This is an optimization exercise on Yosys and OpenROAD, whose aim is small area, a short achievable clock period and few clock cycles per item, not a production implementation. RTL that was checked went through simulation tests only; none was proved equivalent to the original. No activity file was given, so power comes from the tool's default toggle rates.

Setup of run A:
==> flow/design.v <==
`timescale 1ns / 1ps
module source_line_tokenizer_core (
    input  logic        i_clk,
    input  logic        i_rst_n,
    input  logic        i_in_valid,
    output logic        o_in_ready,
    input  logic [8:0]  i_in_data,
    output logic        o_out_valid,
    input  logic        i_out_ready,
    output logic [44:0] o_out_data
);
    localparam logic [1:0] K_LEXEME = 2'd0;
    localparam logic [1:0] K_DONE   = 2'd1;
    localparam logic [1:0] K_ERROR  = 2'd2;
    localparam logic [3:0] TT_IDENT  = 4'd0;
    localparam logic [3:0] TT_INT    = 4'd1;
    localparam logic [3:0] TT_FLOAT  = 4'd2;
    localparam logic [3:0] TT_STRING = 4'd3;
    localparam logic [3:0] TT_OP     = 4'd4;
    localparam logic [3:0] TT_LBRACE = 4'd5;
    localparam logic [3:0] TT_RBRACE = 4'd6;
    localparam logic [3:0] TT_LPAREN = 4'd7;
    localparam logic [3:0] TT_RPAREN = 4'd8;
    localparam logic [3:0] TT_SEMI   = 4'd9;
    localparam logic [1:0] E_BAD_NUMBER = 2'd0;
    localparam logic [1:0] E_BAD_ESCAPE = 2'd1;
    localparam logic [1:0] E_UNCLOSED   = 2'd2;
    localparam logic [1:0] E_UNEXPECTED = 2'd3;
    localparam logic [3:0] M_IDLE    = 4'd0;
    localparam logic [3:0] M_IDENT   = 4'd1;
    localparam logic [3:0] M_NUMBER  = 4'd2;
    localparam logic [3:0] M_NEG     = 4'd3;
    localparam logic [3:0] M_DBL     = 4'd4;
    localparam logic [3:0] M_STRING  = 4'd5;
    localparam logic [3:0] M_ESCAPE  = 4'd6;
    localparam logic [3:0] M_COMMENT = 4'd7;
    localparam logic [3:0] M_ERROR   = 4'd8;
    localparam logic [3:0] M_CLOSEOP = 4'd9;    
    logic [8:0]  r_h, r_s;
    logic        r_hv, r_se;      
    logic [3:0]  r_mode, n_mode;
    logic [15:0] r_line;
    logic [11:0] r_col, r_tstart;
    logic        r_sw;
    logic [1:0]  r_cp;
    logic        r_pline;      
    logic [1:0]  r_dots, n_dots;
    logic        r_lastdot, n_lastdot;
    logic        r_ov;
    logic [1:0]  r_kind;
    logic [3:0]  r_type;
    logic [7:0]  r_byte;
    logic [1:0]  r_err;
    logic        r_last;
    logic [7:0]  c;
    logic        act;
    logic        is_space, is_letter, is_digit, close_consume;
    logic [11:0] last_col, cur_col;
    logic [12:0] col_inc;
    logic        go, free, triv, take, consume, rv, csel, ts_load, nl;
    logic [1:0]  kind, err;
    logic [3:0]  ty;
    logic [7:0]  byt;
    assign c   = r_h[7:0];
    assign act = r_h[8];
    assign is_space  = (c == 8'd32) || (c == 8'd9) || (c == 8'd12) || (c == 8'd11) || (c == 8'd13);
    assign is_letter = (c >= 8'h61 && c <= 8'h7A) || (c >= 8'h41 && c <= 8'h5A) || (c == 8'h5F);
    assign is_digit  = (c >= 8'h30) && (c <= 8'h39);
    assign close_consume = is_space || (c == 8'h23) || (c == 8'h22);
    assign o_in_ready  = r_se;
    assign take        = i_in_valid && r_se;
    assign o_out_valid = r_ov;
    assign o_out_data  = {r_kind, r_type, r_byte, r_line, r_col, r_err, r_last};
    assign free = !r_ov || i_out_ready;
    assign triv = r_sw &&
                  ((act && !r_pline && (r_mode == M_IDLE || r_mode == M_COMMENT)) ||
                   (!act && ((r_mode == M_COMMENT) ||
                             (r_mode == M_IDLE && (is_space || c == 8'h23 || c == 8'h22)))));
    assign go = r_hv && ((r_mode == M_ERROR) || free || triv);
    localparam logic [1:0] CP_SAME = 2'd0;
    localparam logic [1:0] CP_INC  = 2'd1;
    localparam logic [1:0] CP_ONE  = 2'd2;
    assign last_col = r_sw ? r_tstart : r_col;
    assign col_inc  = {1'b0, last_col} + 13'd1;
    always_comb begin
        case (r_cp)
            CP_INC:  cur_col = col_inc[11:0] | {12{col_inc[12]}};
            CP_ONE:  cur_col = 12'd1;
            default: cur_col = last_col;
        endcase
    end
    always_comb begin
        n_mode    = r_mode;
        n_dots    = r_dots;
        n_lastdot = r_lastdot;
        rv        = 1'b0;
        kind      = K_LEXEME;
        ty        = TT_IDENT;
        byt       = 8'd0;
        err       = 2'd0;
        csel      = 1'b0;
        consume   = 1'b1;
        ts_load   = 1'b0;
        nl        = 1'b0;
        if (act) begin
            nl = 1'b1;
            n_mode = M_IDLE;
            csel = 1'b1;
            case (r_mode)
                M_IDENT: begin
                    rv = 1'b1; kind = K_DONE; ty = TT_IDENT;
                end
                M_NUMBER: begin
                    rv = 1'b1;
                    if (r_lastdot || r_dots == 2'd2) begin
                        kind = K_ERROR; err = E_BAD_NUMBER; n_mode = M_ERROR; nl = 1'b0;
                    end else begin
                        kind = K_DONE; ty = (r_dots == 2'd1) ? TT_FLOAT : TT_INT;
                    end
                end
                M_NEG, M_DBL, M_CLOSEOP: begin
                    rv = 1'b1; kind = K_DONE; ty = TT_OP;
                end
                M_STRING, M_ESCAPE: begin
                    rv = 1'b1; kind = K_ERROR; err = E_UNCLOSED; n_mode = M_ERROR; nl = 1'b0;
                end
                M_ERROR: begin
                    n_mode = M_ERROR; nl = 1'b0;
                end
                default: begin
                end
            endcase
        end else begin
            case (r_mode)
                M_IDENT, M_NUMBER, M_NEG, M_DBL: begin
                    if (r_mode == M_IDENT && (is_letter || is_digit)) begin
                        rv = 1'b1; ty = TT_IDENT; byt = c;
                    end else if ((r_mode == M_NUMBER || r_mode == M_NEG) && is_digit) begin
                        rv = 1'b1; ty = TT_INT; byt = c;
                        n_mode = M_NUMBER;
                        n_lastdot = 1'b0;
                        if (r_mode == M_NEG) n_dots = 2'd0;
                    end else if (r_mode == M_NUMBER && c == 8'h2E) begin
                        rv = 1'b1; ty = TT_INT; byt = c;
                        if (r_dots != 2'd2) n_dots = r_dots + 2'd1;
                        n_lastdot = 1'b1;
                    end else if (r_mode == M_DBL && c == 8'h3D) begin
                        rv = 1'b1; ty = TT_OP; byt = c;
                        n_mode = M_CLOSEOP; consume = 1'b0;
                    end else begin
                        rv = 1'b1; csel = 1'b1; kind = K_DONE;
                        n_mode = (c == 8'h23) ? M_COMMENT : (c == 8'h22) ? M_STRING : M_IDLE;
                        ts_load = (c == 8'h22);
                        consume = close_consume;
                        if (r_mode == M_IDENT) begin
                            ty = TT_IDENT;
                        end else if (r_mode == M_NUMBER) begin
                            if (r_lastdot || r_dots == 2'd2) begin
                                kind = K_ERROR; err = E_BAD_NUMBER; n_mode = M_ERROR;
                                consume = 1'b1;
                            end else begin
                                ty = (r_dots == 2'd1) ? TT_FLOAT : TT_INT;
                            end
                        end else begin
                            ty = TT_OP;
                        end
                    end
                end
                M_CLOSEOP: begin
                    rv = 1'b1; csel = 1'b1; kind = K_DONE; ty = TT_OP; n_mode = M_IDLE;
                end
                M_STRING: begin
                    if (c == 8'h22) begin
                        rv = 1'b1; csel = 1'b1; kind = K_DONE; ty = TT_STRING; n_mode = M_IDLE;
                    end else if (c == 8'h5C) begin
                        n_mode = M_ESCAPE;
                    end else begin
                        rv = 1'b1; ty = TT_STRING; byt = c;
                    end
                end
                M_ESCAPE: begin
                    rv = 1'b1; ty = TT_STRING; n_mode = M_STRING;
                    case (c)
                        8'h74:   byt = 8'd9;
                        8'h72:   byt = 8'd13;
                        8'h6E:   byt = 8'd10;
                        8'h22:   byt = 8'h22;
                        8'h30:   byt = 8'h00;
                        default: begin
                            kind = K_ERROR; ty = TT_IDENT; err = E_BAD_ESCAPE; n_mode = M_ERROR;
                        end
                    endcase
                end
                M_COMMENT, M_ERROR: begin
                end
                default: begin
                    ts_load = 1'b1;
                    byt = c;
                    if (is_space) begin
                    end else if (c == 8'h23) begin
                        n_mode = M_COMMENT;
                    end else if (c == 8'h7B) begin
                        rv = 1'b1; kind = K_DONE; ty = TT_LBRACE; byt = 8'd0;
                    end else if (c == 8'h7D) begin
                        rv = 1'b1; kind = K_DONE; ty = TT_RBRACE; byt = 8'd0;
                    end else if (c == 8'h28) begin
                        rv = 1'b1; kind = K_DONE; ty = TT_LPAREN; byt = 8'd0;
                    end else if (c == 8'h29) begin
                        rv = 1'b1; kind = K_DONE; ty = TT_RPAREN; byt = 8'd0;
                    end else if (c == 8'h3B) begin
                        rv = 1'b1; kind = K_DONE; ty = TT_SEMI; byt = 8'd0;
                    end else if (is_letter) begin
                        rv = 1'b1; ty = TT_IDENT; n_mode = M_IDENT;
                    end else if (is_digit) begin
                        rv = 1'b1; ty = TT_INT; n_mode = M_NUMBER;
                        n_dots = 2'd0; n_lastdot = 1'b0;
                    end else if (c == 8'h2D) begin
                        rv = 1'b1; ty = TT_OP; n_mode = M_NEG;
                    end else if (c == 8'h22) begin
                        n_mode = M_STRING;
                    end else if (c == 8'h3D || c == 8'h21) begin
                        rv = 1'b1; ty = TT_OP; n_mode = M_DBL;
                    end else if (c == 8'h2B || c == 8'h2A || c == 8'h2F) begin
                        rv = 1'b1; ty = TT_OP; n_mode = M_CLOSEOP; consume = 1'b0;
                    end else begin
                        rv = 1'b1; kind = K_ERROR; err = E_UNEXPECTED; byt = 8'd0;
                        n_mode = M_ERROR;
                    end
                end
            endcase
        end
    end
    always_ff @(posedge i_clk) begin
        if (!i_rst_n) begin
            r_hv      <= 1'b0;
            r_se      <= 1'b1;
            r_mode    <= M_IDLE;
            r_line    <= 16'd1;
            r_col     <= 12'd1;
            r_sw      <= 1'b0;
            r_cp      <= CP_SAME;
            r_pline   <= 1'b0;
            r_ov      <= 1'b0;
        end else begin
            if (go && consume) begin
                r_hv <= !r_se || take;
                r_se <= 1'b1;
            end else if (take) begin
                r_hv <= 1'b1;
                r_se <= !r_hv;
            end
            if (go && r_mode != M_ERROR) begin
                r_mode  <= n_mode;
                if (consume && act && nl) r_pline <= 1'b1;
                else if (free) r_pline <= 1'b0;
                if (free && r_pline && r_line != 16'hFFFF) r_line <= r_line + 16'd1;
                r_cp <= !consume ? CP_SAME : (act ? CP_ONE : CP_INC);
                if (free) begin
                    if (rv && csel) begin
                        r_col <= r_tstart;
                        r_sw  <= 1'b1;
                    end else begin
                        r_col <= cur_col;
                        r_sw  <= 1'b0;
                    end
                end
            end
            if (go && r_mode != M_ERROR && rv) begin
                r_ov <= 1'b1;
            end else if (i_out_ready) begin
                r_ov <= 1'b0;
            end
        end
    end
    always_ff @(posedge i_clk) begin
        if (r_se) r_s <= i_in_data;
        if (!r_hv || (go && consume)) r_h <= r_se ? i_in_data : r_s;
    end
    always_ff @(posedge i_clk) begin
        if (go && r_mode != M_ERROR) begin
            r_dots    <= n_dots;
            r_lastdot <= n_lastdot;
            if (ts_load || (rv && csel) || !free) r_tstart <= cur_col;
        end
    end
    always_ff @(posedge i_clk) begin
        if (!r_ov || i_out_ready) begin
            r_kind <= kind;
            r_type <= ty;
            r_byte <= byt;
            r_err  <= err;
            r_last <= consume;
        end
    end
endmodule
export LEC_CHECK = 0
export ABC_AREA = 1
export CAP_MARGIN = 20
export CORE_MARGIN = 2
export CORE_UTILIZATION = 60
export PLACE_DENSITY = 0.72
export SETUP_SLACK_MARGIN = 5
export SLEW_MARGIN = 20
export TNS_END_PERCENT = 5
create_clock -name core_clock -period 7.5 [get_ports {i_clk}]
standard.sh (not shown) runs the stock make flow with config.mk's settings and CLKGATE_MAP_FILE= SYNTH_SCRIPT=/design/flow/synth_recipe.tcl, a recipe that flattens the netlist after the stock synthesis.
==> flow/flow/run.sh <==
#!/bin/bash
# Standard layout with plain buffers on the ports. Each step's full log
# stays in orfs/logs/; make's output goes to standard.log.
set -euo pipefail
bash standard.sh "BUFFER_PORTS_ARGS=-buffer_cell sky130_fd_sc_hd__buf_2" finish > standard.log 2>&1
Setup changes, run A to run B
-- flow/design.v --
<<< run A, line 42
    logic [15:0] r_line;
    logic [11:0] r_col, r_tstart;
    logic        r_sw;
    logic [1:0]  r_cp;
    logic        r_pline;      
    logic [1:0]  r_dots, n_dots;
>>> run B, line 42
    logic [15:0] r_line;
    logic [11:0] r_col, r_tstart;
    logic        r_pline;      
    logic [1:0]  r_dots, n_dots;
<<< run A, line 53
    logic [1:0]  r_err;
    logic        r_last;
    logic [7:0]  c;
    logic        act;
    logic        is_space, is_letter, is_digit, close_consume;
    logic [11:0] last_col, cur_col;
    logic [12:0] col_inc;
    logic        go, free, triv, take, consume, rv, csel, ts_load, nl;
    logic [1:0]  kind, err;
>>> run B, line 51
    logic [1:0]  r_err;
    logic        r_last;
    logic [11:0] r_ocol;
    logic [7:0]  c;
    logic        act;
    logic        is_space, is_letter, is_digit, close_consume;
    logic        go, free, triv, take, consume, rv, csel, ts_load, nl;
    logic [1:0]  kind, err;
<<< run A, line 71
    assign take        = i_in_valid && r_se;
    assign o_out_valid = r_ov;
    assign o_out_data  = {r_kind, r_type, r_byte, r_line, r_col, r_err, r_last};
    assign free = !r_ov || i_out_ready;
    assign triv = r_sw &&
                  ((act && !r_pline && (r_mode == M_IDLE || r_mode == M_COMMENT)) ||
                   (!act && ((r_mode == M_COMMENT) ||
                             (r_mode == M_IDLE && (is_space || c == 8'h23 || c == 8'h22)))));
    assign go = r_hv && ((r_mode == M_ERROR) || free || triv);
    localparam logic [1:0] CP_SAME = 2'd0;
    localparam logic [1:0] CP_INC  = 2'd1;
    localparam logic [1:0] CP_ONE  = 2'd2;
    assign last_col = r_sw ? r_tstart : r_col;
    assign col_inc  = {1'b0, last_col} + 13'd1;
    always_comb begin
        case (r_cp)
            CP_INC:  cur_col = col_inc[11:0] | {12{col_inc[12]}};
            CP_ONE:  cur_col = 12'd1;
            default: cur_col = last_col;
        endcase
    end
    always_comb begin
        n_mode    = r_mode;
>>> run B, line 68
    assign take        = i_in_valid && r_se;
    assign o_out_valid = r_ov;
    assign o_out_data  = {r_kind, r_type, r_byte, r_line, r_ocol, r_err, r_last};
    assign free = !r_ov || i_out_ready;
    assign triv = (act && !r_pline && (r_mode == M_IDLE || r_mode == M_COMMENT)) ||
                  (!act && ((r_mode == M_COMMENT) ||
                            (r_mode == M_IDLE && (is_space || c == 8'h23 || c == 8'h22)) ||
                            (r_mode == M_STRING && c == 8'h5C)));
    assign go = r_hv && ((r_mode == M_ERROR) || free || triv);
    always_comb begin
        n_mode    = r_mode;
<<< run A, line 238
            r_line    <= 16'd1;
            r_col     <= 12'd1;
            r_sw      <= 1'b0;
            r_cp      <= CP_SAME;
            r_pline   <= 1'b0;
            r_ov      <= 1'b0;
>>> run B, line 223
            r_line    <= 16'd1;
            r_col     <= 12'd1;
            r_pline   <= 1'b0;
            r_ov      <= 1'b0;
<<< run A, line 255
                else if (free) r_pline <= 1'b0;
                if (free && r_pline && r_line != 16'hFFFF) r_line <= r_line + 16'd1;
                r_cp <= !consume ? CP_SAME : (act ? CP_ONE : CP_INC);
                if (free) begin
                    if (rv && csel) begin
                        r_col <= r_tstart;
                        r_sw  <= 1'b1;
                    end else begin
                        r_col <= cur_col;
                        r_sw  <= 1'b0;
                    end
                end
            end
>>> run B, line 238
                else if (free) r_pline <= 1'b0;
                if (free && r_pline && r_line != 16'hFFFF) r_line <= r_line + 16'd1;
                if (consume) begin
                    if (act) r_col <= 12'd1;
                    else if (r_col != 12'hFFF) r_col <= r_col + 12'd1;
                end
            end
<<< run A, line 281
            r_dots    <= n_dots;
            r_lastdot <= n_lastdot;
            if (ts_load || (rv && csel) || !free) r_tstart <= cur_col;
        end
    end
>>> run B, line 258
            r_dots    <= n_dots;
            r_lastdot <= n_lastdot;
            if (ts_load) r_tstart <= r_col;
        end
    end
<<< run A, line 291
            r_err  <= err;
            r_last <= consume;
        end
    end
>>> run B, line 268
            r_err  <= err;
            r_last <= consume;
            r_ocol <= csel ? r_tstart : r_col;
        end
    end
[summary]
Share of the clock period used by the worst path, run A and run B, lower one = run A. Lower power density over the cells goes to run B over run A. Run B ended with more post-route worst hold slack than run A. Netlist area before placement came out lower on run B than on run A. Delta (run B minus run A): post-synthesis adder-cell area fraction fell by 0.40 points, switching share of total power shows a reduction of 4.3 points, top fanout value on the critical path lost 8, overall power -about 3.7%, post-route met1 wirelength fell about 11%.
Testbench counts of run B, summed over its fixed seeds: cycles 36,118, items 32,063.
No functional check of the RTL was part of run A.

## static timing again, ports no longer ideal
The results above use ideal ports. As a check the final layouts listed here were re-extracted and re-timed, cells and wires unchanged.
Step 1 (the two cells are an assumption about what drives the block):
set clk [get_ports {i_clk}]
set_driving_cell -lib_cell sky130_fd_sc_hd__clkbuf_16 $clk
set_driving_cell -lib_cell sky130_fd_sc_hd__buf_2 [delete_from_list [all_inputs] $clk]
Step 2 times the ports against the registers' clock, not the clock port: input delays grow and output delays shrink by t, the midpoint of the rising clock arrivals with the driver on.
a / b / c = no drivers / after step 1 / after step 2; a / b = the first two.
run	t (ns)	setup slack, ns	worst hold slack (ns)	worst setup path after step 2	worst register clock-pin slew, ns
run A	0.388	4.994 / 4.972 / 4.620	0.448 / 0.448 / 0.448	input to register	0.11 / 0.11
run B	0.403	4.976 / 4.941 / 4.635	0.457 / 0.457 / 0.457	input to register	0.11 / 0.11
After both steps setup and hold are still met in every run listed. For run A, which loses most, drivers alone change the setup slack by -0.022 ns; drivers and shift together by -0.374 ns.
